From an optimization exercise on the open Yosys and OpenROAD flow, aimed at small area, a short achievable clock period and few clock cycles per item; shortcuts taken in it are not production practice. Function was checked by simulation only, so behaviour that the tests miss may differ from the original. Power figures rest on the tool's default switching activity, not on a simulated workload.

run 1:
## block_matmul_top
module block_matmul_top (
    input  logic                clk_i,
    input  logic                rstn_i,
    input  logic                start_i,
    input  logic                north_wr_en_i,
    input  mesh_pkg::data_t     north_wr_data_i,
    input  logic                north_wr_reset_i,
    input  logic                west_wr_en_i,
    input  mesh_pkg::data_t     west_wr_data_i,
    input  logic                west_wr_reset_i,
    input  mesh_pkg::mem_addr_t result_addr_i,
    output logic                north_empty_o,
    output logic                west_empty_o,
    output logic                alloc_done_o,
    output logic                mult_done_o,
    output mesh_pkg::data_t     result_data_o
);
==> flow/config.mk <==
export PLATFORM = sky130hd
export DESIGN_NAME = block_matmul_top
export DESIGN_NICKNAME = block_matmul_top
export VERILOG_FILES = /design/flow/design.v
export SDC_FILE = /design/flow/constraint.sdc
export NUM_CORES = 4
export LEC_CHECK = 0
export CAP_MARGIN = 20
export CORE_MARGIN = 2
export CORE_UTILIZATION = 62
export SLEW_MARGIN = 20
==> flow/constraint.sdc <==
create_clock -name core_clock -period 11.0 [get_ports {clk_i}]
set_input_delay 2.2000 -clock core_clock [delete_from_list [all_inputs] [get_ports {clk_i}]]
set_output_delay 2.2000 -clock core_clock [all_outputs]
set_load 0.01 [all_outputs]
standard.sh (not shown) runs the stock make flow with config.mk's settings and CLKGATE_MAP_FILE= SYNTH_SCRIPT=/design/flow/synth_recipe.tcl, a recipe that flattens the netlist after the stock synthesis.
==> flow/flow/run.sh <==
#!/bin/bash
set -o pipefail
export SETUP_SLACK_MARGIN=7.2
bash standard.sh MATCH_CELL_FOOTPRINT=0 "BUFFER_PORTS_ARGS=-buffer_cell sky130_fd_sc_hd__buf_4" finish > standard.log 2>&1
Testbench counts of run 1, summed over its fixed seeds: cycles 1,536, items 64.
#### Input delta (run 2 over run 1)
Settings: setting CTS_CLUSTER_SIZE to 20 for the first time; setting CTS_CLUSTER_DIAMETER to 100 for the first time; changing CORE_UTILIZATION from 62 to 55.
Results
Run 2 did not stop at any stage, and its layout met the timing, DRC and antenna checks. Tap cell count: run 2 > run 1. Relative to run 1, the final cell area reported for run 2 is lower. Run 1 vs run 2, cell type of the slowest stage on the worst timing path: sky130_fd_sc_hd__dfstp_2 vs sky130_fd_sc_hd__fa_1. The final reports for run 2 and run 1 show maximum number of pins on one net before global-route repair lower in the former. Compared with run 1, run 2 shows fmax lower by 1.1%. Between run 1 and run 2, the total power is higher for run 1. Compared with run 1, run 2 improves via count.
Inputs modified between run 2 and run 3:
Settings: removing CTS_CLUSTER_DIAMETER (formerly 100); removing CTS_CLUSTER_SIZE (formerly 20).
Findings:
Run 3 went all the way through the flow, and no timing, DRC or antenna check failed.
Share of synthesized registers carrying an async set or reset: run 3 vs run 2 identical
The lower setup slack of run 2 and run 3 is in run 2.
Going from run 2 to run 3, the combinational share of power was found to have gone down by 4.1 points.
Run 3 vs run 2: sequential cell fraction of total power down
Run 3 — final period utilization 0.46 points lower, run 2 as reference
Maximum vdd ir drop on run 3 is up relative to run 2.
On first-iteration DRC count, run 3 does better than run 2.
Run 3 consumes more power than run 2 does.
Here is what was changed in the inputs of run 4 compared with run 3.
Settings: an added CTS_CLUSTER_DIAMETER of 100; an added CTS_CLUSTER_SIZE of 20.
==> flow/flow/run.sh <==
#!/bin/bash
set -o pipefail
export SETUP_SLACK_MARGIN=7.3
bash standard.sh MATCH_CELL_FOOTPRINT=0 "BUFFER_PORTS_ARGS=-buffer_cell sky130_fd_sc_hd__buf_4" finish > standard.log 2>&1
### Flow results
Side by side, slack of the worst reg-to-reg path turned out higher in run 4 than in run 3. The higher multi-input combinational cell area came out of run 4. The lower final core utilization of run 4 and run 3 is in run 4. Run 4 vs. run 3: post-CTS resize count went up about 40%; portion of the clock cycle consumed by the worst path in the final layout went down 0.71 points. In terms of combined flip-flop and latch cell area, run 3 and run 4 differ only marginally.

block_matmul_top again, from the RTL that the note above started with.
export LEC_CHECK = 0
export CAP_MARGIN = 20
export CORE_MARGIN = 2
export CORE_UTILIZATION = 50
export CTS_CLUSTER_SIZE = 30
export SLEW_MARGIN = 20
create_clock -name core_clock -period 11.0 [get_ports {clk_i}]
==> flow/flow/run.sh <==
#!/bin/bash
set -o pipefail
export SETUP_SLACK_MARGIN=6.9
bash standard.sh MATCH_CELL_FOOTPRINT=0 "BUFFER_PORTS_ARGS=-buffer_cell sky130_fd_sc_hd__buf_4" finish > standard.log 2>&1
Testbench counts at the start, summed over its fixed seeds: cycles 1,536, items 64.
Change:
--- a/flow/flow/run.sh
+++ b/flow/flow/run.sh
@@ -3 +3 @@
-export SETUP_SLACK_MARGIN=6.9
+export SETUP_SLACK_MARGIN=7.2
Settings changed: CORE_UTILIZATION 50 to 62, CTS_CLUSTER_DIAMETER set to 100, CTS_CLUSTER_SIZE 30 to 20.
Global-route usage went up by 9.2 points.
Power fell by about 0.5%.
Non-clock buffer count rises by 201.
Final cell count decreases by about 6%.
Routed wire length goes up by 4.8%.
Sequential cell count does not change.
Setup slack gains 0.27 ns.
Utilization increases by 12 points.

separate check: timing with driven ports:
No port has a modelled driver above. Below, the same layouts with a new extraction and two added sets of constraints.
Step 1 sets driving cells, clkbuf_16 on the clock port and buf_2 on the other inputs (assumed; they add their load-dependent delay and slew).
Step 2, shift: input delay + t, output delay - t, t = (earliest + latest rising clock arrival at the registers) / 2. This alone moves slack from input paths to output paths.
Three values: ideal ports, drivers, drivers and shift; two values: the first two.
run | shift t [ns] | setup slack, ns | worst slew at a driven data input, ns
run 1 | 1.056 | 7.127 / 7.041 / 6.343 | 0.07
run 2 | 1.003 | 7.083 / 7.083 / 6.399 | 0.06
run 3 | 1.026 | 7.134 / 7.134 / 6.423 | 0.06
run 4 | 0.992 | 7.212 / 7.141 / 6.380 | 0.06
the first run of note 2 | 1.021 | 6.874 / 6.874 / 6.152 | 0.09
the second run of note 2 | 0.973 | 7.143 / 7.143 / 6.424 | 0.07
After both steps setup and hold are still met in every run listed. The setup slack of run 4, which loses most, moves by -0.071 ns with the drivers and by -0.832 ns with both steps.
